This design comes from an exercise in tuning for small area on the open sky130 flow, not from production work. The RTL was checked by simulation tests, not by an equivalence proof against the original design. Power and IR drop assume default switching activity.

==> flow/design.v <==
`default_nettype none
package wvf_pkg;
  localparam int ADC_W = 12;
  localparam int LTC_W = 24;
  localparam int PRE_LEN = 4;
  localparam int POST_LEN_W = 5;
  localparam int LEN_W = 6;
  localparam int WORD_W = 32;
  localparam int BUF_DEPTH = 64;
  localparam int HDR_DEPTH = 12;
endpackage
`default_nettype wire
`default_nettype none
import wvf_pkg::*;
module wvf_acq_top
(
  input  logic                  lclk,
  input  logic                  lclk_rst,
  input  logic [ADC_W-1:0]      i_adc_sample,
  input  logic [ADC_W-1:0]      i_thresh,
  input  logic                  i_trig_en,
  input  logic                  i_sw_trig,
  input  logic [POST_LEN_W-1:0] i_post_len,
  input  logic                  i_rdout_ready,
  output logic                  o_rdout_valid,
  output logic [WORD_W-1:0]     o_rdout_word,
  output logic                  o_rdout_last
);
  localparam int HX_W = 1 + POST_LEN_W + (LTC_W - ADC_W);
  localparam logic [LEN_W-1:0] CAPT_IDLE = LEN_W'(-(PRE_LEN + 1));
  localparam logic [LEN_W-1:0] SAMP_HDR  = LEN_W'(-PRE_LEN);
  logic [LTC_W-1:0] ltc;
  logic [ADC_W-1:0] dly [PRE_LEN+1];
  logic             thresh_hit, trig_fire, trig_accept;
  logic             capt_busy, wr_en;
  logic [LEN_W-1:0] capt_cnt;
  logic             store_en;
  logic [ADC_W-1:0] store_lo;
  always_ff @(posedge lclk) begin
    if (lclk_rst) ltc <= '0;
    else          ltc <= ltc + 1'b1;
  end
  logic hist_v1, hist_v5;    
  always_ff @(posedge lclk) begin
    dly[0] <= i_adc_sample;
    for (int i = 1; i <= PRE_LEN; i++) dly[i] <= dly[i-1];
  end
  always_ff @(posedge lclk) begin
    if (lclk_rst) begin
      hist_v1 <= 1'b0;
      hist_v5 <= 1'b0;
    end else begin
      hist_v1 <= 1'b1;
      if (ltc[2]) hist_v5 <= 1'b1;
    end
  end
  logic [6:0] pcnt;     
  logic       ret;      
  logic       pop;
  assign wr_en     = (capt_cnt != CAPT_IDLE);
  assign capt_busy = wr_en && (capt_cnt != CAPT_IDLE + 1'b1);
  assign thresh_hit = i_trig_en && (i_adc_sample >= i_thresh) &&
                      (hist_v1 ? (dly[0] < i_thresh) : (i_thresh != 0));
  assign trig_fire  = thresh_hit || i_sw_trig;
  assign trig_accept = trig_fire && !wr_en &&
                       ({1'b0, pcnt} + 8'(ret) + 8'(i_post_len) <= 8'(BUF_DEPTH - PRE_LEN - 1));
  always_ff @(posedge lclk) begin
    if (lclk_rst)         capt_cnt <= CAPT_IDLE;
    else if (wr_en)       capt_cnt <= capt_cnt - 1'b1;
    else if (trig_accept) capt_cnt <= LEN_W'(i_post_len);
  end
  assign store_en = capt_busy || trig_accept;
  assign store_lo = capt_busy ? (hist_v5 ? dly[PRE_LEN] : '0) : ltc[ADC_W-1:0];
  logic [ADC_W-1:0] mem [BUF_DEPTH];
  logic [HX_W-1:0]  hmem [HDR_DEPTH];
  logic [3:0]       hcnt;
  always_ff @(posedge lclk) begin
    if (store_en) begin
      mem[0] <= store_lo;
      for (int i = 1; i < BUF_DEPTH; i++) mem[i] <= mem[i-1];
    end
  end
  always_ff @(posedge lclk) begin
    if (trig_accept) begin
      hmem[0] <= {i_sw_trig, i_post_len, ltc[LTC_W-1:ADC_W]};
      for (int i = 1; i < HDR_DEPTH; i++) hmem[i] <= hmem[i-1];
    end
  end
  logic [ADC_W-1:0] head_lo;
  logic [HX_W-1:0]  head_hx;
  always_comb begin
    head_lo = '0;
    for (int i = 0; i < BUF_DEPTH; i++)
      if (pcnt == 7'(i + 1)) head_lo = head_lo | mem[i];
    head_hx = '0;
    for (int i = 0; i < HDR_DEPTH; i++)
      if (hcnt == 4'(i + 1)) head_hx = head_hx | hmem[i];
  end
  logic             out_valid;
  logic [ADC_W-1:0] out_lo;
  logic [HX_W:0]    out_hx;      
  logic [LEN_W-1:0] samp_cnt;
  logic             is_hdr, hdr_pop;
  logic [LEN_W-1:0] head_n;
  assign is_hdr  = (samp_cnt == SAMP_HDR);
  assign pop     = (pcnt > 7'(wr_en)) && (!out_valid || i_rdout_ready);
  assign hdr_pop = pop && is_hdr;
  assign head_n  = LEN_W'(PRE_LEN) + LEN_W'(head_hx[HX_W-2 -: POST_LEN_W]);
  always_ff @(posedge lclk) begin
    if (lclk_rst) begin
      pcnt <= '0;
      hcnt <= '0;
      ret  <= 1'b0;
    end else begin
      pcnt <= pcnt + 7'(store_en) - 7'(pop);
      hcnt <= hcnt + 4'(trig_accept) - 4'(hdr_pop);
      ret  <= pop;
    end
  end
  always_ff @(posedge lclk) begin
    if (lclk_rst) begin
      out_valid <= 1'b0;
      samp_cnt  <= SAMP_HDR;
    end else if (pop) begin
      out_valid <= 1'b1;
      if (is_hdr) samp_cnt <= LEN_W'(head_hx[HX_W-2 -: POST_LEN_W]);
      else        samp_cnt <= samp_cnt - 1'b1;
    end else if (i_rdout_ready) begin
      out_valid <= 1'b0;
    end
  end
  always_ff @(posedge lclk) begin
    if (pop) begin
      out_lo <= head_lo;
      out_hx <= is_hdr ? {head_hx[HX_W-1], head_n, head_hx[LTC_W-ADC_W-1:0]} : '0;
    end
  end
  assign o_rdout_valid = out_valid;
  assign o_rdout_word  = {(|out_hx[LTC_W-ADC_W+LEN_W-1 -: LEN_W-2]), out_hx, out_lo};
  assign o_rdout_last  = is_hdr;
endmodule
`default_nettype wire
==> flow/run.sh <==
#!/bin/bash
# synth_recipe.tcl (not shown) runs the flow's synth.tcl, then flattens the netlist and writes it again
# the make line also repeats each setting of config.mk as NAME=value (left out here)
make -C /OpenROAD-flow-scripts/flow DESIGN_CONFIG=/design/flow/config.mk WORK_HOME=/design/flow/orfs CLKGATE_MAP_FILE= SYNTH_SCRIPT=/design/flow/synth_recipe.tcl finish
==> flow/config.mk <==
export PLATFORM = sky130hd
export DESIGN_NAME = wvf_acq_top
export DESIGN_NICKNAME = wvf_acq_top
export VERILOG_FILES = /design/flow/design.v
export SDC_FILE = /design/flow/constraint.sdc
export NUM_CORES = 4
export LEC_CHECK = 0
export CAP_MARGIN = 20
export CORE_MARGIN = 2
export CORE_UTILIZATION = 40
export CTS_BUF_LIST = sky130_fd_sc_hd__clkbuf_8
export CTS_CLUSTER_DIAMETER = 60
export CTS_CLUSTER_SIZE = 16
export SLEW_MARGIN = 20
==> flow/constraint.sdc <==
create_clock -name core_clock -period 8.0 [get_ports {lclk}]
set_input_delay 1.6000 -clock core_clock [delete_from_list [all_inputs] [get_ports {lclk}]]
set_output_delay 1.6000 -clock core_clock [all_outputs]
set_load 0.01 [all_outputs]
==> results of run 1 <==
stage by stage:
stage	setup WS (ps)	TNS (ps)	hold WS, ps	cell area (µm²)
floorplan	-3240	-1405450	310	41600
global placement	1620	0	314	44200
detailed placement	1400	0	312	44300
CTS	2210	0	328	46100
global route	1790	0	334	46100
finish	2140	0	325	46100
logic make-up (layout without fill, tap and decap cells):
kind of cell             Yosys count  after routing  share of synthesized area, %
buffers and inverters            164            354                          1.63
adder cells (fa/ha/maj)           65             65                          2.03
multiplexers                      15             15                         0.370
XOR/XNOR                          28             28                         0.590
AO/OA/AOI/OAI                    589            589                          10.5
other                              0              2                             0
AND/OR/NAND/NOR                  520            520                          6.25
flip-flops                      1126           1126                          78.7
per-layer routing:
metal | track usage [%] | vias up | share of wire, %
met5 | 0 | - | 0.011
met4 | 9.16 | 2 | 4.6
met3 | 5.60 | 327 | 12
met2 | 35.0 | 1749 | 45
met1 | 31.2 | 12802 | 38
li1 | - | 10301 | -
cell usage in the layout, fill, tap and decap left out, drive strengths merged, types with 16 or more instances in the layout:
cell type	n
edfxtp	1015
a22oi	382
nand2	133
nor2	122
dfxtp	111
clkbuf	93
buf	90
inv	76
nand4	66
clkdlybuf4s50	66
ha	61
nand3	50
o21ai	46
a21oi	32
and3	30
nor3	29
a22o	28
a221oi	27
nor4	18
a31oi	18
nand3b	16
power groups by stage:
stage	combinational [mW]	clock [mW]	sequential (mW)
floorplan	2.24	0	12.2
global placement	4.30	0	12.9
detailed placement	4.42	0	13.0
CTS	4.42	3.46	13.0
global route	4.78	3.66	13.3
finish	4.44	3.40	13.0
flip-flops by register name (all words and copies together) (netlist names):
signal,cells
capt_cnt,6
dly,60
hcnt,4
hist_v1,1
hist_v5,1
hmem,216
ltc,24
mem,768
out_hx,19
out_lo,12
out_valid,1
pcnt,7
ret,1
samp_cnt,6
final cells by class:
type | count | area [µm²] | share of cell area (%)
timing repair buffer | 156 | 1390 | 3.01
clock inverter | 57 | 581 | 1.26
clock buffer | 93 | 1280 | 2.77
multi-input combinational | 1217 | 8280 | 18.0
inverter | 48 | 180 | 0.390
tap | 1380 | 1730 | 3.74
antenna | 2 | 5.00 | 0.0108
sequential | 1126 | 32700 | 70.9
path summary, 6_finish.rpt:
check                                  to  slack (ps)  cells past startpoint
worst max-delay path              hcnt[2]        2140                     16
worst min register to register  dly[4][6]         330                      0
worst min-delay path            dly[4][6]         330                      0
worst max register to register    hcnt[2]        3060                     14
worst max-delay path, stage by stage:
cell	delay, ps
clkdlybuf4s50_1	540
fa_2	260
inv_2	50
fa_2	420
nor2b_1	130
o2111ai_1	140
and3_1	230
a2111oi_2	240
and4_4	270
buf_4	650
buf_4	830
ha_1	290
inv_1	60
fa_1	410
xor2_1	150
nor2_1	50
==> flow_summary.json, run 1 <==
{
  "cts_setup_buffers": 0,
  "p_switching_mw": 7.19,
  "drv_cap": 0,
  "clockBufferDepth": 3,
  "required_ps": 8580,
  "synth_edf_count": 1015,
  "grt_overflow_total": 0,
  "combinationalPowerShare_pct": 21.3,
  "netlist-cell-type-count": 72,
  "syn_area_mm2": 0.0416,
  "power_frac_seq_pct": 62.4,
  "power.density_mw_per_mm2": 452,
  "wl_per_cell_um": 30.4,
  "fin_worst_skew_ps": 65.2,
  "arrival_ps": 6430,
  "synth_flop_cell": "edfxtp_1",
  "total_leakage_power_nw": 15.5,
  "io_buffer_count": 67,
  "nFillCells": 8995,
  "cts_tree": "built",
  "numCtsBuffers": 90,
  "drtIter0Drc": 3856,
  "yosysWarnings": 4,
  "syn-num-nets": 2606,
  "layout-drive-gt1-share_pct": 9.75,
  "dp.cells": 3927,
  "dr.pass1.iters": 6,
  "ir_drop_mv": 0.873,
  "grt_pass1_vias": 24427,
  "rsz0062_at_grt": "false",
  "period_share_pct": 73.2,
  "finalHoldViolations": 0,
  "seq_area_frac_synth_pct": 78.7,
  "r2r_start": "pcnt[1]",
  "antenna_found_initial": 4,
  "synth-seq-cells": 1126,
  "vias_per_cell": 6.17,
  "setup-violations-final": 0,
  "grt_first_pass_wirelength_mm": 176,
  "status": "complete, no violations",
  "ios": 68,
  "area_growth_pct": 11.0,
  "critPathKind": "in -> reg",
  "p_int_mw": 13.7,
  "synth_common_cells": "edfxtp_1, a22oi_1, nand2_1, nor2_1, dfxtp_1",
  "swShare_pct": 34.5,
  "grt.total_usage_pct": 22.8,
  "slew_violations": 0,
  "gp_congestion": 0.924,
  "ctsResizeCount": 0,
  "clock_latency_ps": 780,
  "layout.nets": 2738,
  "finalNonFillerCells": 4079,
  "clkPwrFrac_pct": 16.3,
  "tightest_slew_ps": 1220,
  "hp-class": "reg -> reg",
  "synth-async-reset-ratio_pct": 0,
  "power.total_mw": 20.9,
  "routed_wl_mm": 124,
  "syn_area_per_cell_um2": 16.6,
  "synthTopCellsByArea": "edfxtp_1, a22oi_1, dfxtp_1",
  "rows": 118,
  "min_period_ps": 5860,
  "drtAntennaViolNets": 0,
  "grt_max_degree": 209,
  "fmaxAchievable_mhz": 171,
  "core_area_mm2": 0.103,
  "clk_pin_slew_ps": 90,
  "critPathLaunch": "i_post_len[0]",
  "start_util_pct": 40.2,
  "die_w_um": 326,
  "drc": 0,
  "end_kind": "flop",
  "clock-sinks": 1126,
  "route.vias.total": 25181,
  "root_buffer": "clkbuf_8",
  "synth_most_common_cell": "edfxtp_1",
  "syn_inst": 2507,
  "cp_max_fo": 72,
  "yosysTopAreaCellShare_pct": 73.3,
  "htree_levels": 3,
  "final_util_pct": 44.7,
  "dieArea_mm2": 0.107,
  "min_from": "dly[3][6]",
  "hold_buffers": 0,
  "yosys.area.top_type": "edfxtp_1",
  "fp.dieH_um": 326,
  "place_hpwl_mm": 78.1,
  "cp-start-kind": "input port",
  "relSlewSlack_pct": 18.3
}
==> run 2: changes to the inputs <==
==> flow/flow/run.sh (new file) <==
#!/bin/bash
# Own layout flow: the standard flow, with three changes.
#  1. After the standard synthesis, the combinational logic (every cell but
#     the flip-flops and tie cells) is mapped again by ABC with an area-
#     oriented script (flow/remap.abc). Registers keep their instances,
#     names and cell types; only the logic between them is rebuilt.
#  2. The clock tree uses clkbuf_8 buffers in clusters of up to 16 sinks,
#     without CTS's dummy balancing loads.
#  3. Ports are buffered with buf_2 instead of the default buffer cell.
# Each tool's full output goes to a log file of its own in this folder.
set -euo pipefail
W=$PWD
F=$W/flow
R=$W/orfs/results/$FLOW_PLATFORM/wvf_acq_top/base
LIB=$FLOW_HOME/platforms/$FLOW_PLATFORM/lib/sky130_fd_sc_hd__tt_025C_1v80.lib
YOSYS=$FLOW_HOME/../tools/install/yosys/bin/yosys
command -v yosys >/dev/null 2>&1 && YOSYS=$(command -v yosys)

# 1. standard synthesis, unchanged
bash standard.sh synth > $W/flow_1_synth.log 2>&1
cp $R/1_2_yosys.v $W/synth_standard.v

# re-map the combinational logic
$YOSYS -p "
read_liberty -ignore_miss_func $LIB
blackbox sky130_fd_sc_hd__*df* sky130_fd_sc_hd__conb_1
read_verilog $W/synth_standard.v
hierarchy -top $FLOW_TOP
tee -q -o $W/remap_stat_before.txt stat -liberty $LIB
flatten
rename -hide w:*.*
opt_clean -purge
abc -script $F/remap.abc -liberty $LIB -dont_use *probe* -dont_use *lpflow* -D $(awk "BEGIN{print $FLOW_PERIOD_NS*1000}")
opt_clean -purge
hilomap -singleton -hicell sky130_fd_sc_hd__conb_1 HI -locell sky130_fd_sc_hd__conb_1 LO
tee -q -o $W/remap_stat_after.txt stat -liberty $LIB
write_verilog -noattr -nohex -nodec $W/synth_remap.v
" > $W/flow_1_remap_yosys.log 2>&1

# the re-mapped netlist, read against the library's cells, must be fully mapped
$YOSYS -p "
read_liberty -lib $LIB
read_verilog $W/synth_remap.v
hierarchy -check -top $FLOW_TOP
check -assert -mapped
tee -q -o $W/remap_stat_check.txt stat -liberty $LIB
" > $W/flow_1_remap_check.log 2>&1

# the flip-flops must be the same instances in the same cells
grep -E '^\s*sky130_fd_sc_hd__\S*df\S* ' $W/synth_standard.v | sort > $W/ff_before.txt
grep -E '^\s*sky130_fd_sc_hd__\S*df\S* ' $W/synth_remap.v | sort > $W/ff_after.txt
cmp $W/ff_before.txt $W/ff_after.txt

cp $W/synth_remap.v $R/1_2_yosys.v
touch $R/1_2_yosys.v
rm -f $R/1_synth.odb

# 2, 3: the rest of the standard flow
export CTS_ARGS="-sink_clustering_enable -repair_clock_nets -dont_use_dummy_load -buf_list sky130_fd_sc_hd__clkbuf_8 -sink_clustering_size 16 -sink_clustering_max_diameter 60"
export BUFFER_PORTS_ARGS="-buffer_cell sky130_fd_sc_hd__buf_2"
bash standard.sh finish > $W/flow_2_layout.log 2>&1
==> flow/flow/remap.abc (new file) <==
&get -n
&st
&syn3
&dc2
&dch
&nf -a
&st
&syn2
&dch
&nf -a
&st
&syn2
&dch
&nf -a
&st
&syn2
&dch
&nf -a
&put
==> flow/standard.sh (new file) <==
#!/bin/bash
# synth_recipe.tcl (not shown) runs the flow's synth.tcl, then flattens the netlist and writes it again
# the make line also repeats each setting of config.mk as NAME=value (left out here)
make -C /OpenROAD-flow-scripts/flow DESIGN_CONFIG=/design/flow/config.mk WORK_HOME=/design/flow/orfs CLKGATE_MAP_FILE= SYNTH_SCRIPT=/design/flow/synth_recipe.tcl "${@:-finish}"
removed: flow/run.sh
==> run 2 against run 1 <==
  * Wire length shrank 6.0%
  * Hold slack about the same
  * Critical path depth shrank 4
  * Largest power group unchanged
==> flow_summary.json, run 2 <==
{
  "status": "complete, no violations",
  "dr.pass1.iters": 9,
  "drv_cap": 0,
  "largest_register_ffs": 768,
  "setup-violations-final": 0,
  "clock-sinks": 1126,
  "finalNonFillerCells": 3741,
  "final_cell_area_mm2": 0.0438,
  "hold_buffers": 0,
  "final_common_cell": "edfxtp_1",
  "gp_congestion": 0.889,
  "drtIter0Drc": 4463,
  "clockBufferDepth": 3,
  "io_buffer_count": 67,
  "fin_worst_skew_ps": 89.3,
  "end_kind": "flop",
  "grt_max_degree": 140,
  "worst_slack_ps": 2970,
  "timing.setup.tns_ps": 0,
  "route.vias.total": 23806,
  "critPathLaunch": "i_thresh[0]",
  "grt.total_usage_pct": 22.4,
  "slew_violations": 0,
  "clk_pin_slew_ps": 90,
  "final_cell_mix": "edfxtp_1, nand2_1, a222oi_1",
  "core_area_mm2": 0.0981,
  "cts_tree": "built",
  "tightest_slew_ps": 1260,
  "grt_pass1_vias": 22903,
  "die_w_um": 318,
  "antenna_found_initial": 5,
  "rsz0062_at_grt": "false",
  "dpl_worst_slack_ps": 2240,
  "fp.dieH_um": 318,
  "rows": 115,
  "area_growth_pct": 10.7,
  "numCtsBuffers": 90,
  "timing.hold.ws_ps": 326,
  "start_util_pct": 40.3,
  "htree_levels": 3,
  "endpoint": "hmem[8][8]",
  "yosysWarnings": 4,
  "drtAntennaViolNets": 0,
  "hp-class": "reg -> reg",
  "crit_path_max_incr_delay_ps": 790,
  "clock_latency_ps": 740,
  "routed_wl_mm": 116,
  "dieArea_mm2": 0.101,
  "critPathTopFamily": "buffers and inverters",
  "grt_first_pass_wirelength_mm": 164,
  "nFillCells": 8476,
  "layout-drive-gt1-share_pct": 12.2,
  "layout.nets": 2486,
  "critPathKind": "in -> reg",
  "slowest_stage": "inv_8",
  "place_hpwl_mm": 71.7,
  "power.density_mw_per_mm2": 455,
  "drc": 0,
  "ios": 68,
  "cp-start-kind": "input port",
  "worstSetupPathDepth": 12,
  "grt_overflow_total": 0,
  "fmaxAchievable_mhz": 199,
  "cp_max_fo": 139,
  "dp.cells": 3645,
  "r2r_end": "hmem[8][8]",
  "vias_per_cell": 6.36,
  "path_cells": "buf_2, nand2b_4, maj3_2, maj3_2, o221ai_2, a2bb2oi_1, o21bai_1, a31oi_1, or3b_1, or2_0, inv_8, buf_4",
  "wl_per_cell_um": 31.1,
  "r2r_slack_ps": 3570,
  "r2r_cells": 11,
  "arrival_ps": 5380,
  "min_period_ps": 5030,
  "ctsResizeCount": 0,
  "syn-num-nets": 2223,
  "top_register": "mem",
  "root_buffer": "clkbuf_8",
  "required_ps": 8350,
  "total_leakage_power_nw": 14.6,
  "finalHoldViolations": 0,
  "cts_setup_buffers": 0,
  "syn_inst": 2189,
  "reg.largest.list": "mem (768), hmem (216), dly (60)",
  "syn_area_per_cell_um2": 18.1,
  "relSlewSlack_pct": 15.8,
  "critPathBufInv": 3,
  "syn_area_mm2": 0.0395,
  "ir_drop_mv": 0.548,
  "period_share_pct": 62.9,
  "crit_top_cell": "maj3_2",
  "r2r_start": "dly[0][0]",
  "post_dp_cell_area_mm2": 0.0425
}
-- run 2: power breakdown --
part	switching (mW)	internal, mW	total [mW]
registers	1.83	11.3	13.1
clock network	1.77	1.00	2.78
logic	3.22	0.789	4.01
-- run 2: layer usage --
| metal | track usage [%] | part of all wire, % | vias up |
|---|---|---|---|
| met4 | 7.29 | 3.6 | 0 |
| met2 | 32.2 | 43 | 1828 |
| li1 | - | - | 9728 |
| met1 | 32.3 | 38 | 11968 |
| met5 | 0 | 0 | - |
| met3 | 7.00 | 16 | 282 |
-- run 2: layout make-up --
| class | count | area [µm²] | area share [%] |
|---|---|---|---|
| multi-input combinational | 1039 | 6910 | 15.8 |
| sequential | 1126 | 32700 | 74.7 |
| clock buffer | 90 | 1240 | 2.83 |
| antenna | 4 | 10.0 | 0.0229 |
| inverter | 24 | 103 | 0.234 |
| timing repair buffer | 171 | 1180 | 2.70 |
| tap | 1287 | 1610 | 3.68 |
-- run 2: stage by stage --
stage,util [%],total power [mW]
6_report,44.6,19.9
5_1_grt,44.6,20.7
4_1_cts,44.6,19.9
3_5_place_dp,43.3,17.1
3_3_place_gp,43.3,16.9
2_1_floorplan,-,11.7
-- run 2: how the worst min path moves through the flow --
stage,depth (start not counted),slack [ps],startpoint,to
after floorplan,0,310,dly[1][0],dly[2][0]
after global placement,0,310,dly[1][9],dly[2][9]
after detailed placement,0,310,dly[2][11],dly[3][11]
after CTS,0,300,dly[1][6],dly[2][6]
after global routing,0,330,dly[1][0],dly[2][0]
final,0,330,dly[1][6],dly[2][6]
==> run 3: changes to the inputs <==
--- a/flow/config.mk
+++ b/flow/config.mk
@@ -7,8 +7,6 @@
 export LEC_CHECK = 0
 export CAP_MARGIN = 20
 export CORE_MARGIN = 2
-export CORE_UTILIZATION = 40
-export CTS_BUF_LIST = sky130_fd_sc_hd__clkbuf_8
-export CTS_CLUSTER_DIAMETER = 60
-export CTS_CLUSTER_SIZE = 16
+export CORE_UTILIZATION = 65
+export PLACE_DENSITY = 0.75
 export SLEW_MARGIN = 20
==> run 3 against run 2 <==
  * Setup slack improved by 260 ps
  * Hold slack better by 5.8 ps
  * Cell area is 1.9% lower
  * Area after synthesis unchanged
  * Critical endpoint is now hmem[8][7]
  * Wire length shrank 5.4%
  * Sequential power is essentially flat
  * Synthesized cell count is the same
  * First-iteration DRC count grew 6.7%
  * Via count is 1.2% higher
  * Critical path type unchanged
  * Clock skew shrank 51 ps
  * Largest cell class unchanged
  * Still clean on timing, DRC and antenna
  * Flip-flop and latch count is the same
==> flow_summary.json, run 3 <==
{
  "status": "complete, no violations",
  "layout.nets": 2470,
  "relSlewSlack_pct": 21.7,
  "p_switching_mw": 6.70,
  "rsz0062_at_grt": "false",
  "p_int_mw": 13.0,
  "place_hpwl_mm": 68.1,
  "root_buffer": "clkbuf_8",
  "swShare_pct": 34.0,
  "largest_register_ffs": 768,
  "tightest_slew_ps": 1170,
  "grt.total_usage_pct": 35.0,
  "min_period_ps": 4770,
  "critPathKind": "in -> reg",
  "ios": 68,
  "antenna_found_initial": 3,
  "drtAntennaViolNets": 0,
  "top_register": "mem",
  "final_common_cell": "edfxtp_1",
  "timing.setup.tns_ps": 0,
  "clockBufferDepth": 3,
  "total_leakage_power_nw": 14.4,
  "dr.pass1.iters": 10,
  "drtIter0Drc": 4760,
  "final_util_pct": 71.3,
  "area_growth_pct": 8.61,
  "fp.dieH_um": 251,
  "syn_inst": 2189,
  "io_buffer_count": 67,
  "power_frac_seq_pct": 66.5,
  "critPathTopFamily": "buffers and inverters",
  "crit_path_max_incr_delay_ps": 590,
  "grt_first_pass_wirelength_mm": 156,
  "clock_latency_ps": 720,
  "vias_per_cell": 7.47,
  "htree_levels": 3,
  "finalNonFillerCells": 3223,
  "cp-start-kind": "input port",
  "syn_area_mm2": 0.0395,
  "grt_overflow_total": 0,
  "cts_tree": "built",
  "grt_max_degree": 162,
  "final_cell_mix": "edfxtp_1, nand2_1, a222oi_1",
  "fmaxAchievable_mhz": 210,
  "route.vias.total": 24091,
  "dieArea_mm2": 0.0628,
  "post_dp_cell_area_mm2": 0.0418,
  "yosysWarnings": 4,
  "finalHoldViolations": 0,
  "numCtsBuffers": 80,
  "syn-num-nets": 2223,
  "start_util_pct": 65.6,
  "die_w_um": 251,
  "timing.hold.ws_ps": 331,
  "clock-sinks": 1126,
  "syn_area_per_cell_um2": 18.1,
  "period_share_pct": 59.7,
  "cp_max_fo": 147,
  "required_ps": 8350,
  "grt_pass1_vias": 22953,
  "hold_buffers": 0,
  "slew_violations": 0,
  "rows": 90,
  "ir_drop_mv": 0.529,
  "hp-class": "reg -> reg",
  "final_cell_area_mm2": 0.0429,
  "combinationalPowerShare_pct": 20.3,
  "fin_worst_skew_ps": 37.9,
  "critPathBufInv": 4,
  "arrival_ps": 5120,
  "gp_congestion": 0.945,
  "setup-violations-final": 0,
  "cts_setup_buffers": 0,
  "path_cells": "buf_2, nand2b_4, maj3_2, maj3_2, o221ai_2, a2bb2oi_1, o21bai_1, a31oi_1, or3b_1, or2_0, buf_4, inv_8, buf_4",
  "layout-drive-gt1-share_pct": 11.5,
  "ctsResizeCount": 0,
  "end_kind": "flop",
  "wl_per_cell_um": 34.2,
  "drv_cap": 0,
  "clkPwrFrac_pct": 13.1,
  "dp.cells": 3134,
  "power.density_mw_per_mm2": 460,
  "routed_wl_mm": 110,
  "clk_pin_slew_ps": 90,
  "core_area_mm2": 0.0602,
  "reg.largest.list": "mem (768), hmem (216), dly (60)",
  "drc": 0,
  "slowest_stage": "inv_8"
}
## run 3: changes by cell type in the layout (fill, tap and decap cells not counted), sizes merged
| cell | before | now |
|---|---|---|
| buf | 171 | 165 |
| clkbuf | 90 | 80 |
| diode | 4 | 7 |
## run 3: final cells by class
cell class,count,area [µm²]
repair buffers,165,1150
fillers,3667,17300
multi-input cells,1039,6890
flip-flops and latches,1126,32700
diodes,7,17.5
inverters,24,103
well taps,782,978
clock buffers,80,1100
## run 3: stage by stage
stage               power (mW)  worst slack [ps]
floorplan                 11.7            -57190
global placement          16.8              2610
detailed placement        17.1              2530
CTS                       19.6              3290
global route              20.4              3070
finish                    19.7              3230
## run 3: power groups by stage
stage	registers, mW	logic (mW)	clock network (mW)
detailed placement	13.1	3.94	0
global route	13.4	4.28	2.79
CTS	13.1	3.91	2.61
finish	13.1	4.01	2.59
floorplan	10.6	1.15	0
global placement	13.0	3.79	0
## run 3: path summary, 6_finish.rpt
| check | start | end | slack [ps] | cells past startpoint |
|---|---|---|---|---|
| worst max-delay path | i_thresh[0] | hmem[8][7] | 3230 | 13 |
| worst min-delay path | dly[1][6] | dly[2][6] | 330 | 0 |
| worst max register to register | dly[0][0] | hmem[8][7] | 3860 | 12 |
| worst min register to register | dly[1][6] | dly[2][6] | 330 | 0 |
## run 3: metal layers
metal | track usage (%) | vias to the layer above | share of wire [%]
met5 | 0 | - | 0.053
met4 | 18.0 | 2 | 6.2
met3 | 10.8 | 436 | 15
met2 | 52.0 | 2136 | 45
met1 | 47.3 | 11812 | 34
li1 | - | 9705 | -
==> run 4: changes to the inputs <==
--- a/flow/flow/run.sh
+++ b/flow/flow/run.sh
@@ -4,9 +4,11 @@
 #     the flip-flops and tie cells) is mapped again by ABC with an area-
 #     oriented script (flow/remap.abc). Registers keep their instances,
 #     names and cell types; only the logic between them is rebuilt.
-#  2. The clock tree uses clkbuf_8 buffers in clusters of up to 16 sinks,
+#  2. The clock tree uses clkbuf_8 buffers in clusters of up to 18 sinks,
 #     without CTS's dummy balancing loads.
-#  3. Ports are buffered with buf_2 instead of the default buffer cell.
+#  3. Ports are buffered with buf_1 instead of the default buffer cell.
+#  4. After global routing, cells on paths with slack are downsized
+#     (RECOVER_POWER).
 # Each tool's full output goes to a log file of its own in this folder.
 set -euo pipefail
 W=$PWD
@@ -56,6 +58,7 @@
 rm -f $R/1_synth.odb
 
 # 2, 3: the rest of the standard flow
-export CTS_ARGS="-sink_clustering_enable -repair_clock_nets -dont_use_dummy_load -buf_list sky130_fd_sc_hd__clkbuf_8 -sink_clustering_size 16 -sink_clustering_max_diameter 60"
-export BUFFER_PORTS_ARGS="-buffer_cell sky130_fd_sc_hd__buf_2"
+export CTS_ARGS="-sink_clustering_enable -repair_clock_nets -dont_use_dummy_load -buf_list sky130_fd_sc_hd__clkbuf_8 -sink_clustering_size 18 -sink_clustering_max_diameter 60"
+export BUFFER_PORTS_ARGS="-buffer_cell sky130_fd_sc_hd__buf_1"
+export RECOVER_POWER=100
 bash standard.sh finish > $W/flow_2_layout.log 2>&1
==> run 4 against run 3 <==
  * The layout now fails its checks (capacitance limit, slew limit)
  * Synthesized cell count did not move
  * Utilization fell by 0.52 points
  * Clock skew rose by 2.6 ps
  * Sequential share of layout area rose by 0.56 points
  * Die area did not move
  * Non-clock buffer count rose by 1
  * Critical path type unchanged
==> flow_summary.json, run 4 <==
{
  "r2r_slack_ps": 2530,
  "dieArea_mm2": 0.0628,
  "gp_congestion": 0.939,
  "required_ps": 8250,
  "grt.total_usage_pct": 34.9,
  "core_area_mm2": 0.0602,
  "wl_met2_mm": 47.6,
  "finalNonFillerCells": 3213,
  "routed_wl_mm": 110,
  "fin_worst_skew_ps": 40.5,
  "end_kind": "flop",
  "path_cells": "buf_1, nand2b_4, maj3_1, maj3_1, o221ai_1, a2bb2oi_1, o21bai_1, a31oi_1, or3b_1, o21ai_4, clkbuf_2",
  "syn-num-nets": 2223,
  "drv_cap": 7,
  "crit_path_max_incr_delay_ps": 2090,
  "top_register": "mem",
  "critPathKind": "in -> reg",
  "antenna_found_initial": 4,
  "layout.nets": 2464,
  "slowest_stage": "clkbuf_2",
  "total_leakage_power_nw": 14.1,
  "syn_area_per_cell_um2": 18.1,
  "hold_buffers": 0,
  "dp.cells": 3137,
  "cts_setup_buffers": 0,
  "wl_per_cell_um": 34.3,
  "place_hpwl_mm": 68.0,
  "grt_max_degree": 141,
  "cp_max_fo": 115,
  "wl_met3_mm": 17.3,
  "slew_violations": 517,
  "fmaxAchievable_mhz": 161,
  "dpl_worst_slack_ps": 2490,
  "rows": 90,
  "layout-drive-gt1-share_pct": 7.74,
  "min_path_cells": 0,
  "route.vias.total": 23971,
  "syn_area_mm2": 0.0395,
  "clk_pin_slew_ps": 120,
  "root_buffer": "clkbuf_8",
  "drtIter0Drc": 4604,
  "drc": 0,
  "cp-start-kind": "input port",
  "tightest_slew_ps": 3010,
  "status": "finished with violations",
  "clockBufferDepth": 3,
  "clock-sinks": 1126,
  "fp.dieH_um": 251,
  "failed_checks": "capacitance limit, slew limit",
  "min_period_ps": 6220,
  "syn_inst": 2189,
  "die_w_um": 251,
  "final_cell_mix": "edfxtp_1, nand2_1, a222oi_1",
  "timing.setup.tns_ps": 0,
  "ios": 68,
  "yosysWarnings": 4,
  "cts_tree": "built",
  "clock_latency_ps": 710,
  "crit_top_cell": "maj3_1",
  "critPathBufInv": 2,
  "numCtsBuffers": 73,
  "arrival_ps": 6470,
  "period_share_pct": 77.7,
  "setup-violations-final": 0,
  "rsz0062_at_grt": "false",
  "area_growth_pct": 7.82,
  "reg.largest.list": "mem (768), hmem (216), dly (60)",
  "min_from": "dly[3][11]",
  "worst_slack_ps": 1780,
  "wl_met1_mm": 37.8,
  "ctsResizeCount": 0,
  "ir_drop_mv": 0.475,
  "power.total_mw": 19.6,
  "hp-class": "reg -> reg",
  "grt_first_pass_wirelength_mm": 155,
  "dr.pass1.iters": 10,
  "grt_overflow_total": 0,
  "relSlewSlack_pct": -101,
  "r2r_end": "mem[12][6]",
  "drtAntennaViolNets": 0,
  "io_buffer_count": 67,
  "finalHoldViolations": 0,
  "nFillCells": 3763,
  "largest_register_ffs": 768,
  "critPathTopFamily": "buffers and inverters",
  "htree_levels": 3,
  "highest_layer": "met5",
  "r2r_cells": 10,
  "start_util_pct": 65.6,
  "min_to": "dly[4][11]",
  "final_common_cell": "edfxtp_1",
  "vias_per_cell": 7.46,
  "power.density_mw_per_mm2": 460,
  "grt_pass1_vias": 22830,
  "r2r_start": "dly[0][0]"
}
run 4: worst max path at each step:
stage	endpoint	slack, ps	depth (start not counted)	startpoint
5_1_grt	mem[22][10]	1560	11	i_thresh[0]
6_report	mem[12][6]	1780	11	i_thresh[0]
2_1_floorplan	pcnt[3]	-57190	12	i_thresh[0]
3_3_place_gp	mem[59][2]	2570	11	i_thresh[0]
3_5_place_dp	hmem[3][6]	2490	13	i_thresh[0]
4_1_cts	mem[51][3]	3260	11	i_thresh[0]
run 4: layer usage:
layer / global-route usage, % / vias up
met5: 0 / -
met1: 48.7 / 11649
met3: 10.5 / 458
met4: 17.4 / 10
met2: 50.9 / 2159
li1: - / 9695
run 4: final cells by class:
class	instances	area (µm²)	area share, %
flip-flops and latches	1126	32700	76.7
multi-input cells	1039	6870	16.1
clock buffers	73	1000	2.36
well taps	782	978	2.30
repair buffers	166	966	2.27
inverters	24	103	0.241
diodes	3	7.51	0.0176
run 4: worst reg2reg max path, delay by kind of cell (launching register included):
family | cells | cell delay (ps)
flip-flops | 1 | 320
AO/OA/AOI/OAI | 5 | 1240
AND/OR/NAND/NOR | 2 | 570
buffers and inverters | 1 | 2100
adder cells (fa/ha/maj) | 2 | 720
run 4: per-stage QoR:
step	utilization, %	area, µm²	hold slack, ps
final	70.8	42600	316
after floorplan	-	39600	310
after global placement	69.3	41700	311
after detailed placement	69.3	41700	312
after CTS	71.0	42800	326
after global routing	70.7	42600	323
run 4: power by group:
group          leakage, nW  total, mW  internal, mW  switching (mW)
clock network        0.525       2.49         0.827            1.66
logic                 2.54       3.84         0.695            3.14
registers             11.1       13.3          11.5            1.84
==> run 5: changes to the inputs <==
--- a/flow/flow/run.sh
+++ b/flow/flow/run.sh
@@ -7,8 +7,6 @@
 #  2. The clock tree uses clkbuf_8 buffers in clusters of up to 18 sinks,
 #     without CTS's dummy balancing loads.
 #  3. Ports are buffered with buf_1 instead of the default buffer cell.
-#  4. After global routing, cells on paths with slack are downsized
-#     (RECOVER_POWER).
 # Each tool's full output goes to a log file of its own in this folder.
 set -euo pipefail
 W=$PWD
@@ -60,5 +58,4 @@
 # 2, 3: the rest of the standard flow
 export CTS_ARGS="-sink_clustering_enable -repair_clock_nets -dont_use_dummy_load -buf_list sky130_fd_sc_hd__clkbuf_8 -sink_clustering_size 18 -sink_clustering_max_diameter 60"
 export BUFFER_PORTS_ARGS="-buffer_cell sky130_fd_sc_hd__buf_1"
-export RECOVER_POWER=100
 bash standard.sh finish > $W/flow_2_layout.log 2>&1
==> run 5 against run 4 <==
  * The run now finishes clean
  * Critical path depth increased by 2
  * Non-clock buffer count unchanged
  * Via count about the same
  * Combinational power increased by 4%
  * Area after synthesis unchanged
  * Fmax increased by 29%
  * Register-to-register slack improved by 1300 ps
  * Die area unchanged
  * Largest cell class unchanged
  * Total power decreased by 0.25%
  * Synthesized cell count unchanged
==> flow_summary.json, run 5 <==
{
  "start_util_pct": 65.6,
  "top_register": "mem",
  "fp.dieH_um": 251,
  "cp_max_fo": 132,
  "io_buffer_count": 67,
  "syn_area_per_cell_um2": 18.1,
  "hold_buffers": 0,
  "grt_max_degree": 141,
  "syn_area_mm2": 0.0395,
  "layout-drive-gt1-share_pct": 8.57,
  "timing.setup.tns_ps": 0,
  "grt_first_pass_wirelength_mm": 155,
  "core_area_mm2": 0.0602,
  "syn_inst": 2189,
  "post_dp_cell_area_mm2": 0.0417,
  "dr.pass1.iters": 10,
  "gp_congestion": 0.939,
  "reg.largest.list": "mem (768), hmem (216), dly (60)",
  "r2r_end": "out_lo[7]",
  "cp-start-kind": "input port",
  "routed_wl_mm": 110,
  "slew_violations": 0,
  "ir_drop_mv": 0.555,
  "drtIter0Drc": 4699,
  "final_common_cell": "edfxtp_1",
  "clock_latency_ps": 720,
  "clock-sinks": 1126,
  "yosysWarnings": 4,
  "total_leakage_power_nw": 14.2,
  "fmaxAchievable_mhz": 207,
  "route.vias.total": 23988,
  "finalHoldViolations": 0,
  "place_hpwl_mm": 68.0,
  "relSlewSlack_pct": 12.7,
  "r2r_start": "pcnt[0]",
  "vias_per_cell": 7.47,
  "r2r_cells": 9,
  "endpoint": "hmem[11][6]",
  "cts_setup_buffers": 0,
  "status": "complete, no violations",
  "final_cell_mix": "edfxtp_1, nand2_1, a222oi_1",
  "final_util_pct": 71.0,
  "wl_per_cell_um": 34.3,
  "root_buffer": "clkbuf_8",
  "dp.cells": 3137,
  "arrival_ps": 5170,
  "required_ps": 8340,
  "clk_pin_slew_ps": 120,
  "die_w_um": 251,
  "r2r_slack_ps": 3830,
  "grt_pass1_vias": 22830,
  "dieArea_mm2": 0.0628,
  "end_kind": "flop",
  "ctsResizeCount": 0,
  "layout.nets": 2464,
  "numCtsBuffers": 73,
  "power.density_mw_per_mm2": 458,
  "final_cell_area_mm2": 0.0428,
  "finalNonFillerCells": 3213,
  "fin_worst_skew_ps": 44.0,
  "setup-violations-final": 0,
  "dpl_worst_slack_ps": 2490,
  "rsz0062_at_grt": "false",
  "antenna_found_initial": 4,
  "cts_tree": "built",
  "clockBufferDepth": 3,
  "grt.total_usage_pct": 34.9,
  "area_growth_pct": 8.16,
  "nFillCells": 3738,
  "rows": 90,
  "critPathKind": "in -> reg",
  "drc": 0,
  "power.total_mw": 19.6,
  "tightest_slew_ps": 1310,
  "min_period_ps": 4830,
  "grt_overflow_total": 0,
  "drtAntennaViolNets": 0,
  "drv_cap": 0,
  "htree_levels": 3,
  "ios": 68,
  "worst_slack_ps": 3170,
  "hp-class": "reg -> reg",
  "largest_register_ffs": 768,
  "timing.hold.ws_ps": 317,
  "syn-num-nets": 2223,
  "critPathLaunch": "i_thresh[0]",
  "period_share_pct": 60.4
}
## run 5: routing by layer
metal / track usage [%] / routed length, µm / vias up
li1: - / - / 9694
met1: 48.7 / 37800 / 11747
met2: 50.9 / 48300 / 2103
met3: 10.5 / 17200 / 435
met4: 17.4 / 6750 / 9
met5: 0 / 124 / -
## run 5: worst min path at each step
stage               start          to  slack (ps)  cells past startpoint
2_1_floorplan   dly[1][0]   dly[2][0]         310                      0
3_3_place_gp    dly[2][3]   dly[3][3]         310                      0
3_5_place_dp    dly[2][8]   dly[3][8]         310                      0
4_1_cts         dly[3][0]   dly[4][0]         330                      0
5_1_grt         dly[3][1]   dly[4][1]         320                      0
6_report       dly[3][11]  dly[4][11]         320                      0
## run 5: area by class of cell
type	count	area, µm²	area share [%]
multi-input combinational	1039	6890	16.1
clock buffer	73	1000	2.35
inverter	24	103	0.240
timing repair buffer	166	1070	2.50
sequential	1126	32700	76.5
antenna	3	7.51	0.0176
tap	782	978	2.29
## run 5: worst max-delay path: stages
cell,delay (ps)
buf_1,210
nand2b_4,70
maj3_2,310
maj3_2,310
o221ai_2,120
a2bb2oi_1,90
o21bai_1,140
a31oi_1,120
or3b_1,440
or2_0,220
buf_4,200
inv_8,580
buf_4,620
## run 5: power breakdown
part	switching (mW)	internal [mW]
logic	3.17	0.810
clock network	1.66	0.827
registers	1.84	11.3
==> run 6: changes to the inputs <==
--- a/flow/design.v
+++ b/flow/design.v
@@ -91,7 +91,7 @@
   always_comb begin
     head_lo = '0;
     for (int i = 0; i < BUF_DEPTH; i++)
-      if (pcnt == 7'(i + 1)) head_lo = head_lo | mem[i];
+      if (pcnt[5:0] == 6'(i + 1)) head_lo = head_lo | mem[i];
     head_hx = '0;
     for (int i = 0; i < HDR_DEPTH; i++)
       if (hcnt == 4'(i + 1)) head_hx = head_hx | hmem[i];
--- a/flow/flow/run.sh
+++ b/flow/flow/run.sh
@@ -4,6 +4,8 @@
 #     the flip-flops and tie cells) is mapped again by ABC with an area-
 #     oriented script (flow/remap.abc). Registers keep their instances,
 #     names and cell types; only the logic between them is rebuilt.
+#     Combinational cells driving 10 or more loads then get drive
+#     strength 2 (flow/upsize.py), so fewer long nets need buffers.
 #  2. The clock tree uses clkbuf_8 buffers in clusters of up to 18 sinks,
 #     without CTS's dummy balancing loads.
 #  3. Ports are buffered with buf_1 instead of the default buffer cell.
@@ -37,6 +39,10 @@
 write_verilog -noattr -nohex -nodec $W/synth_remap.v
 " > $W/flow_1_remap_yosys.log 2>&1
 
+# combinational cells that drive 10 or more loads get drive strength 2
+python3 $F/upsize.py $W/synth_remap.v $W/synth_remap_up.v $LIB 10 > $W/flow_1_upsize.log 2>&1
+mv $W/synth_remap_up.v $W/synth_remap.v
+
 # the re-mapped netlist, read against the library's cells, must be fully mapped
 $YOSYS -p "
 read_liberty -lib $LIB
==> flow/flow/upsize.py (new file) <==
#!/usr/bin/env python3
"""Give a stronger drive strength to combinational cells that drive many
loads in a Yosys-written gate netlist (drive strength only; same function).
usage: upsize.py in.v out.v liberty min_fanout"""
import re, sys
src, dst, lib, minfo = sys.argv[1], sys.argv[2], sys.argv[3], int(sys.argv[4])
cells = set(re.findall(r'cell\s*\(\s*"?(sky130_fd_sc_hd__\w+)"?\s*\)', open(lib).read()))
text = open(src).read()
inst_re = re.compile(r'^(\s*)(sky130_fd_sc_hd__\w+)\s+(\S+)\s*\((.*?)\);', re.M | re.S)
pin_re = re.compile(r'\.(\w+)\(([^()]*)\)')
OUTS = {'X', 'Y', 'Q', 'Q_N', 'HI', 'LO', 'COUT', 'SUM'}
insts = []
loads = {}
for m in inst_re.finditer(text):
    pins = pin_re.findall(m.group(4))
    insts.append((m, pins))
    for p, n in pins:
        if p not in OUTS:
            loads[n.strip()] = loads.get(n.strip(), 0) + 1
out, last, changed = [], 0, 0
for m, pins in insts:
    cell = m.group(2)
    new = cell
    mm = re.match(r'(sky130_fd_sc_hd__\w+?)_(\d+)$', cell)
    outs = [n.strip() for p, n in pins if p in OUTS]
    if mm and 'df' not in cell and 'conb' not in cell and outs:
        fo = max(loads.get(n, 0) for n in outs)
        if fo >= minfo and int(mm.group(2)) < 2 and mm.group(1) + '_2' in cells:
            new = mm.group(1) + '_2'
    out.append(text[last:m.start(2)])
    out.append(new)
    last = m.end(2)
    changed += new != cell
out.append(text[last:])
open(dst, 'w').write(''.join(out))
print(f"upsized {changed} cells with fanout >= {minfo}")
==> run 6 against run 5 <==
  * Still clean
  * Final cell count shrank 0.44%
  * First-iteration DRC count rose by 14%
  * Global-route usage is essentially flat
  * Synthesized cell count about the same
  * Sequential share of layout area increased by 0.14 points
  * Combinational power decreased by 5.3%
  * Largest cell class unchanged
==> flow_summary.json, run 6 <==
{
  "fp.dieH_um": 251,
  "grt.total_usage_pct": 34.9,
  "htree_levels": 3,
  "critPathKind": "in -> reg",
  "drc": 0,
  "cp-start-kind": "input port",
  "syn-num-nets": 2225,
  "io_buffer_count": 67,
  "post_dp_cell_area_mm2": 0.0416,
  "finalHoldViolations": 0,
  "timing.setup.tns_ps": 0,
  "yosysWarnings": 4,
  "wl_met1_mm": 36.3,
  "syn_area_mm2": 0.0397,
  "clk_pin_slew_ps": 100,
  "die_w_um": 251,
  "highest_layer": "met5",
  "route.vias.total": 23966,
  "gp_congestion": 0.920,
  "top_register": "mem",
  "min_period_ps": 4620,
  "cp_max_fo": 151,
  "clock-sinks": 1126,
  "syn_inst": 2191,
  "crit_path_max_incr_delay_ps": 820,
  "antenna_found_initial": 5,
  "final_cell_area_mm2": 0.0427,
  "relSlewSlack_pct": 27.0,
  "fin_worst_skew_ps": 77.9,
  "largest_register_ffs": 768,
  "numCtsBuffers": 73,
  "grt_pass1_vias": 22736,
  "core_area_mm2": 0.0604,
  "rows": 90,
  "area_growth_pct": 7.46,
  "grt_first_pass_wirelength_mm": 155,
  "rsz0062_at_grt": "false",
  "power.density_mw_per_mm2": 448,
  "final_common_cell": "edfxtp_1",
  "syn_area_per_cell_um2": 18.1,
  "layout-drive-gt1-share_pct": 10.0,
  "clockBufferDepth": 3,
  "wl_met2_mm": 46.8,
  "root_buffer": "clkbuf_8",
  "start_util_pct": 65.8,
  "dr.pass1.iters": 9,
  "hp-class": "reg -> reg",
  "arrival_ps": 4930,
  "final_cell_mix": "edfxtp_1, nand2_1, a222oi_1",
  "reg.largest.list": "mem (768), hmem (216), dly (60)",
  "required_ps": 8310,
  "r2r_cells": 9,
  "hold_buffers": 0,
  "fmaxAchievable_mhz": 217,
  "routed_wl_mm": 111,
  "place_hpwl_mm": 65.9,
  "path_cells": "buf_1, a211oi_1, nand2_1, a221oi_1, nor3_1, a211oi_1, nand2_2, inv_8, buf_4",
  "setup-violations-final": 0,
  "status": "complete, no violations",
  "ir_drop_mv": 0.468,
  "end_kind": "flop",
  "crit_top_cell": "a211oi_1",
  "tightest_slew_ps": 1090,
  "clock_latency_ps": 710,
  "grt_max_degree": 152,
  "wl_met3_mm": 20.3,
  "drtIter0Drc": 5372,
  "slew_violations": 0,
  "drv_cap": 0,
  "cts_tree": "built",
  "layout.nets": 2448,
  "period_share_pct": 57.7,
  "vias_per_cell": 7.49,
  "min_path_cells": 0,
  "wl_per_cell_um": 34.6,
  "slowest_stage": "buf_4",
  "total_leakage_power_nw": 14.1,
  "cts_setup_buffers": 0,
  "grt_overflow_total": 0,
  "drtAntennaViolNets": 0,
  "dieArea_mm2": 0.0631,
  "ios": 68,
  "ctsResizeCount": 0
}
## run 6: power breakdown
part / internal, mW / total [mW] / switching, mW
registers: 11.1 / 12.9 / 1.79
logic: 0.732 / 3.77 / 3.04
clock network: 0.826 / 2.48 / 1.65
total: 12.7 / 19.1 / 6.47
## run 6: final timing paths
kind                      end  slack, ps          start
setup / recovery  hmem[6][10]       3380  i_post_len[4]
hold / removal      dly[3][4]        290      dly[2][4]
setup reg to reg      pcnt[5]       3680        pcnt[2]
hold reg to reg     dly[3][4]        290      dly[2][4]
## run 6: worst max-delay path: cells and delay by family
| family | cells | cell delay [ps] |
|---|---|---|
| buffers and inverters | 3 | 1680 |
| AO/OA/AOI/OAI | 3 | 900 |
| AND/OR/NAND/NOR | 3 | 500 |
## run 6: cell type report
type	count	area (µm²)
Antenna cell	5	12.5
Clock buffer	73	1000
Fill cell	3700	17700
Inverter	21	88.8
Multi-Input combinational cell	1044	6970
Sequential cell	1126	32700
Tap cell	782	978
Timing Repair Buffer	148	922
## run 6: layer usage
metal  GRT usage (%)  vias to the layer above
met2            49.2                     2267
li1                -                     9624
met4            17.6                        4
met3            12.5                      448
met5               0                        -
met1            48.8                    11623
## run 6: per-stage QoR
| stage | setup slack [ps] | hold WS (ps) | instances | total power [mW] | util (%) |
|---|---|---|---|---|---|
| 4_1_cts | 3500 | 287 | 3192 | 19.0 | 70.6 |
| 3_3_place_gp | 2880 | 313 | 3119 | 16.3 | 69.0 |
| 2_1_floorplan | 1350 | 310 | 2191 | 14.9 | - |
| 3_5_place_dp | 2740 | 312 | 3119 | 16.6 | 69.0 |
| 6_report | 3380 | 288 | 3199 | 19.1 | 70.7 |
| 5_1_grt | 3220 | 287 | 3195 | 19.8 | 70.7 |
==> run 7: changes to the inputs <==
--- a/flow/flow/run.sh
+++ b/flow/flow/run.sh
@@ -1,5 +1,5 @@
 #!/bin/bash
-# Own layout flow: the standard flow, with three changes.
+# Own layout flow: the standard flow, with these changes.
 #  1. After the standard synthesis, the combinational logic (every cell but
 #     the flip-flops and tie cells) is mapped again by ABC with an area-
 #     oriented script (flow/remap.abc). Registers keep their instances,
==> run 7 against run 6 <==
  * Largest cell class unchanged
  * Clock power hardly changed
  * Hold slack unchanged
  * Utilization stayed put
  * Count of clock-buffer cells in the layout is the same
  * Flip-flop and latch count stayed put
  * Non-clock buffer count stayed put
  * Area after synthesis stayed put
  * Critical path type unchanged
  * Sequential power about the same
  * Combinational power barely moved
  * Cell area unchanged
  * Final cell count unchanged
  * Wire length did not move
==> flow_summary.json, run 7 <==
{
  "status": "complete, no violations",
  "crit_top_cell": "a211oi_1",
  "finalHoldViolations": 0,
  "drc": 0,
  "gp_congestion": 0.920,
  "io_buffer_count": 67,
  "cp-start-kind": "input port",
  "hp-class": "reg -> reg",
  "final_util_pct": 70.7,
  "largest_register_ffs": 768,
  "fin_worst_skew_ps": 77.9,
  "vias_per_cell": 7.49,
  "syn_inst": 2191,
  "r2r_cells": 9,
  "layout-drive-gt1-share_pct": 10.0,
  "setup-violations-final": 0,
  "clockBufferDepth": 3,
  "timing.hold.ws_ps": 288,
  "rsz0062_at_grt": "false",
  "timing.setup.tns_ps": 0,
  "ir_drop_mv": 0.468,
  "cts_setup_buffers": 0,
  "min_path_cells": 0,
  "syn_area_mm2": 0.0397,
  "htree_levels": 3,
  "yosysWarnings": 4,
  "grt_overflow_total": 0,
  "fmaxAchievable_mhz": 217,
  "final_cell_area_mm2": 0.0427,
  "cp_max_fo": 151,
  "slowest_stage": "buf_4",
  "numCtsBuffers": 73,
  "die_w_um": 251,
  "ios": 68,
  "routed_wl_mm": 111,
  "ctsResizeCount": 0,
  "path_cells": "buf_1, a211oi_1, nand2_1, a221oi_1, nor3_1, a211oi_1, nand2_2, inv_8, buf_4",
  "period_share_pct": 57.7,
  "worst_slack_ps": 3380,
  "relSlewSlack_pct": 27.0,
  "place_hpwl_mm": 65.9,
  "route.vias.total": 23966,
  "root_buffer": "clkbuf_8",
  "post_dp_cell_area_mm2": 0.0416,
  "dieArea_mm2": 0.0631,
  "clock-sinks": 1126,
  "dpl_worst_slack_ps": 2740,
  "core_area_mm2": 0.0604,
  "required_ps": 8310,
  "grt_first_pass_wirelength_mm": 155,
  "start_util_pct": 65.8,
  "syn_area_per_cell_um2": 18.1,
  "grt_pass1_vias": 22736,
  "fp.dieH_um": 251,
  "crit_path_max_incr_delay_ps": 820,
  "dr.pass1.iters": 9,
  "wl_per_cell_um": 34.6,
  "end_kind": "flop",
  "total_leakage_power_nw": 14.1,
  "tightest_slew_ps": 1090,
  "layout.nets": 2448,
  "clock_latency_ps": 710,
  "hold_buffers": 0,
  "min_period_ps": 4620,
  "finalNonFillerCells": 3199,
  "top_register": "mem",
  "slew_violations": 0,
  "area_growth_pct": 7.46,
  "drtIter0Drc": 5372,
  "grt_max_degree": 152,
  "final_cell_mix": "edfxtp_1, nand2_1, a222oi_1",
  "antenna_found_initial": 5,
  "grt.total_usage_pct": 34.9,
  "rows": 90,
  "syn-num-nets": 2225,
  "power.density_mw_per_mm2": 448,
  "power.total_mw": 19.1,
  "reg.largest.list": "mem (768), hmem (216), dly (60)",
  "arrival_ps": 4930,
  "cts_tree": "built",
  "dp.cells": 3119,
  "critPathKind": "in -> reg",
  "drtAntennaViolNets": 0,
  "clk_pin_slew_ps": 100,
  "final_common_cell": "edfxtp_1",
  "drv_cap": 0
}
[run 7: final cells by class]
cell class / count / area [µm²]
well taps: 782 / 978
repair buffers: 148 / 922
clock buffers: 73 / 1000
diodes: 5 / 12.5
flip-flops and latches: 1126 / 32700
fillers: 3700 / 17700
inverters: 21 / 88.8
multi-input cells: 1044 / 6970
[run 7: metal layers]
| metal | up-vias | wire, µm | GRT usage (%) | share of wire [%] |
|---|---|---|---|---|
| met5 | - | 33 | 0 | 0.030 |
| met4 | 4 | 7140 | 17.6 | 6.5 |
| met3 | 448 | 20300 | 12.5 | 18 |
| met2 | 2267 | 46800 | 49.2 | 42 |
| met1 | 11623 | 36300 | 48.8 | 33 |
| li1 | 9624 | - | - | - |
[run 7: worst max-delay path, delay by kind of cell]
kind | cells | cell delay (ps)
AOI/OAI and AO/OA | 3 | 900
buffers and inverters | 3 | 1680
and+or+nand+nor | 3 | 500
[run 7: path summary, 6_finish.rpt]
check                     start           to  slack, ps
setup / recovery  i_post_len[4]  hmem[6][10]       3380
hold / removal        dly[2][4]    dly[3][4]        290
setup reg to reg        pcnt[2]      pcnt[5]       3680
hold reg to reg       dly[2][4]    dly[3][4]        290
[run 7: where the power goes]
group	internal, mW	leakage, nW	switching [mW]	total, mW
clock network	0.826	0.525	1.65	2.48
registers	11.1	11.0	1.79	12.9
logic	0.732	2.50	3.04	3.77
==> run 8: changes to the inputs <==
--- a/flow/flow/run.sh
+++ b/flow/flow/run.sh
@@ -6,7 +6,7 @@
 #     names and cell types; only the logic between them is rebuilt.
 #     Combinational cells driving 10 or more loads then get drive
 #     strength 2 (flow/upsize.py), so fewer long nets need buffers.
-#  2. The clock tree uses clkbuf_8 buffers in clusters of up to 18 sinks,
+#  2. The clock tree uses clkbuf_8 buffers in clusters of up to 16 sinks,
 #     without CTS's dummy balancing loads.
 #  3. Ports are buffered with buf_1 instead of the default buffer cell.
 # Each tool's full output goes to a log file of its own in this folder.
@@ -62,6 +62,6 @@
 rm -f $R/1_synth.odb
 
 # 2, 3: the rest of the standard flow
-export CTS_ARGS="-sink_clustering_enable -repair_clock_nets -dont_use_dummy_load -buf_list sky130_fd_sc_hd__clkbuf_8 -sink_clustering_size 18 -sink_clustering_max_diameter 60"
+export CTS_ARGS="-sink_clustering_enable -repair_clock_nets -dont_use_dummy_load -buf_list sky130_fd_sc_hd__clkbuf_8 -sink_clustering_size 16 -sink_clustering_max_diameter 60"
 export BUFFER_PORTS_ARGS="-buffer_cell sky130_fd_sc_hd__buf_1"
 bash standard.sh finish > $W/flow_2_layout.log 2>&1
==> run 8 against run 7 <==
  * Wire length grew 0.12%
  * Fmax is essentially flat
  * Critical path type unchanged
  * Largest power group unchanged
  * Area after synthesis is the same
==> flow_summary.json, run 8 <==
{
  "grt_use_met3_pct": 12.2,
  "ctsResizeCount": 0,
  "top_register": "mem",
  "slew_violations": 0,
  "area_growth_pct": 7.76,
  "drv_cap": 0,
  "power.total_mw": 19.3,
  "gp_congestion": 0.920,
  "endpoint": "hmem[7][0]",
  "grt_max_degree": 152,
  "start_util_pct": 65.8,
  "total_leakage_power_nw": 14.1,
  "power.density_mw_per_mm2": 450,
  "grt_overflow_total": 0,
  "syn_inst": 2191,
  "grt_first_pass_wirelength_mm": 156,
  "syn-num-nets": 2225,
  "tightest_slew_ps": 1130,
  "dr.pass1.iters": 8,
  "drc": 0,
  "route.vias.total": 24028,
  "critPathLaunch": "i_post_len[4]",
  "htree_levels": 3,
  "setup-violations-final": 0,
  "reg.largest.list": "mem (768), hmem (216), dly (60)",
  "syn_area_mm2": 0.0397,
  "rows": 90,
  "cp_max_fo": 151,
  "min_period_ps": 4620,
  "status": "complete, no violations",
  "routed_wl_mm": 111,
  "wl_per_cell_um": 34.5,
  "period_share_pct": 57.8,
  "numCtsBuffers": 81,
  "ios": 68,
  "hp-class": "reg -> reg",
  "post_dp_cell_area_mm2": 0.0416,
  "yosysWarnings": 4,
  "finalNonFillerCells": 3211,
  "cts_setup_buffers": 0,
  "gr-usage-met1_pct": 49.1,
  "antenna_found_initial": 4,
  "drtAntennaViolNets": 0,
  "root_buffer": "clkbuf_8",
  "required_ps": 8330,
  "place_hpwl_mm": 65.9,
  "fmaxAchievable_mhz": 216,
  "cp-start-kind": "input port",
  "dieArea_mm2": 0.0631,
  "drtIter0Drc": 5204,
  "final_cell_area_mm2": 0.0428,
  "grt.total_usage_pct": 35.1,
  "final_common_cell": "edfxtp_1",
  "fin_worst_skew_ps": 69.4,
  "fp.dieH_um": 251,
  "r2r_end": "pcnt[5]",
  "clock-sinks": 1126,
  "clockBufferDepth": 3,
  "rsz0062_at_grt": "false",
  "r2r_start": "pcnt[2]",
  "relSlewSlack_pct": 24.2,
  "finalHoldViolations": 0,
  "nFillCells": 3697,
  "dp.cells": 3119,
  "clock_latency_ps": 720,
  "die_w_um": 251,
  "r2r_cells": 9,
  "io_buffer_count": 67,
  "hold_buffers": 0,
  "arrival_ps": 4950,
  "syn_area_per_cell_um2": 18.1,
  "timing.setup.tns_ps": 0,
  "clk_pin_slew_ps": 90,
  "r2r_slack_ps": 3640,
  "grt_use_met2_pct": 49.6,
  "layout.nets": 2456,
  "largest_register_ffs": 768,
  "final_cell_mix": "edfxtp_1, nand2_1, a222oi_1",
  "cts_tree": "built",
  "critPathKind": "in -> reg",
  "core_area_mm2": 0.0604,
  "grt_pass1_vias": 22790,
  "grt.busiest_layer": "met2",
  "end_kind": "flop",
  "ir_drop_mv": 0.468,
  "timing.hold.ws_ps": 298,
  "vias_per_cell": 7.48,
  "layout-drive-gt1-share_pct": 10.3
}
run 8: worst min-delay path by stage:
stage                    start         end  slack (ps)  cells after the start
floorplan            dly[1][0]   dly[2][0]         310                      0
global placement     dly[1][2]   dly[2][2]         310                      0
detailed placement  dly[2][11]  dly[3][11]         310                      0
CTS                  dly[1][5]   dly[2][5]         300                      0
global route         dly[2][4]   dly[3][4]         300                      0
finish               dly[1][5]   dly[2][5]         300                      0
run 8: layer usage:
layer / up-vias / part of all wire (%)
met2: 2307 / 43
li1: 9633 / -
met3: 389 / 18
met4: 4 / 5.8
met1: 11695 / 34
met5: - / 0.028
run 8: area by class of cell:
cell class | instances | area [µm²] | share of cell area (%)
repair buffers | 148 | 918 | 2.15
multi-input cells | 1044 | 6970 | 16.3
diodes | 9 | 22.5 | 0.0526
well taps | 782 | 978 | 2.29
flip-flops and latches | 1126 | 32700 | 76.4
clock buffers | 81 | 1110 | 2.60
inverters | 21 | 88.8 | 0.208
run 8: through the flow:
| stage | util, % | worst slack, ps |
|---|---|---|
| after floorplan | - | 1350 |
| after global placement | 69.0 | 2880 |
| after detailed placement | 69.0 | 2740 |
| after CTS | 70.8 | 3510 |
| after global routing | 70.9 | 3200 |
| final | 70.9 | 3380 |
run 8: report_power, final:
part,internal [mW],switching (mW),total (mW)
clock,0.911,1.70,2.61
combinational,0.731,3.04,3.77
sequential,11.1,1.77,12.9
total,12.7,6.51,19.3
run 8: critical path: stages:
cell	delay [ps]
buf_1	140
a211oi_1	320
nand2_1	100
a221oi_1	320
nor3_1	120
a211oi_1	270
nand2_2	290
inv_8	690
buf_4	830

separate check: timing with driven ports:
No port has a modelled driver above. Below, the same layouts with a new extraction and two added sets of constraints. Step 1, drivers: a clkbuf_16 drives lclk and a buf_2 each remaining input, both assumed. Step 2, shift: input delay + t, output delay - t, t = (earliest + latest rising clock arrival at the registers) / 2. This alone moves slack from input paths to output paths. Slacks: no drivers / after step 1 / after step 2; pairs: no drivers / after step 1.
run	t (ns)	setup WS [ns]	hold slack, ns	clock arrival spread, ns	pins driven straight from the clock port
run 1	0.810	2.145 / 2.178 / 1.368	0.325 / 0.325 / 0.325	0.065 / 0.066	1
run 2	0.772	2.965 / 2.997 / 2.225	0.326 / 0.326 / 0.326	0.126 / 0.126	1
run 3	0.762	3.228 / 3.261 / 2.500	0.331 / 0.331 / 0.331	0.039 / 0.039	1
run 4	0.750	1.781 / 1.815 / 1.065	0.316 / 0.316 / 0.316	0.042 / 0.042	1
run 5	0.753	3.170 / 3.205 / 2.452	0.317 / 0.317 / 0.317	0.044 / 0.044	1
run 6	0.738	3.382 / 3.422 / 2.684	0.288 / 0.288 / 0.288	0.082 / 0.082	1
run 7	0.738	3.382 / 3.422 / 2.684	0.288 / 0.288 / 0.288	0.082 / 0.082	1
run 8	0.750	3.378 / 3.419 / 2.669	0.298 / 0.298 / 0.298	0.069 / 0.069	1
The setup slack of run 1, which loses most, moves by +0.033 ns with the drivers and by -0.777 ns with both steps.
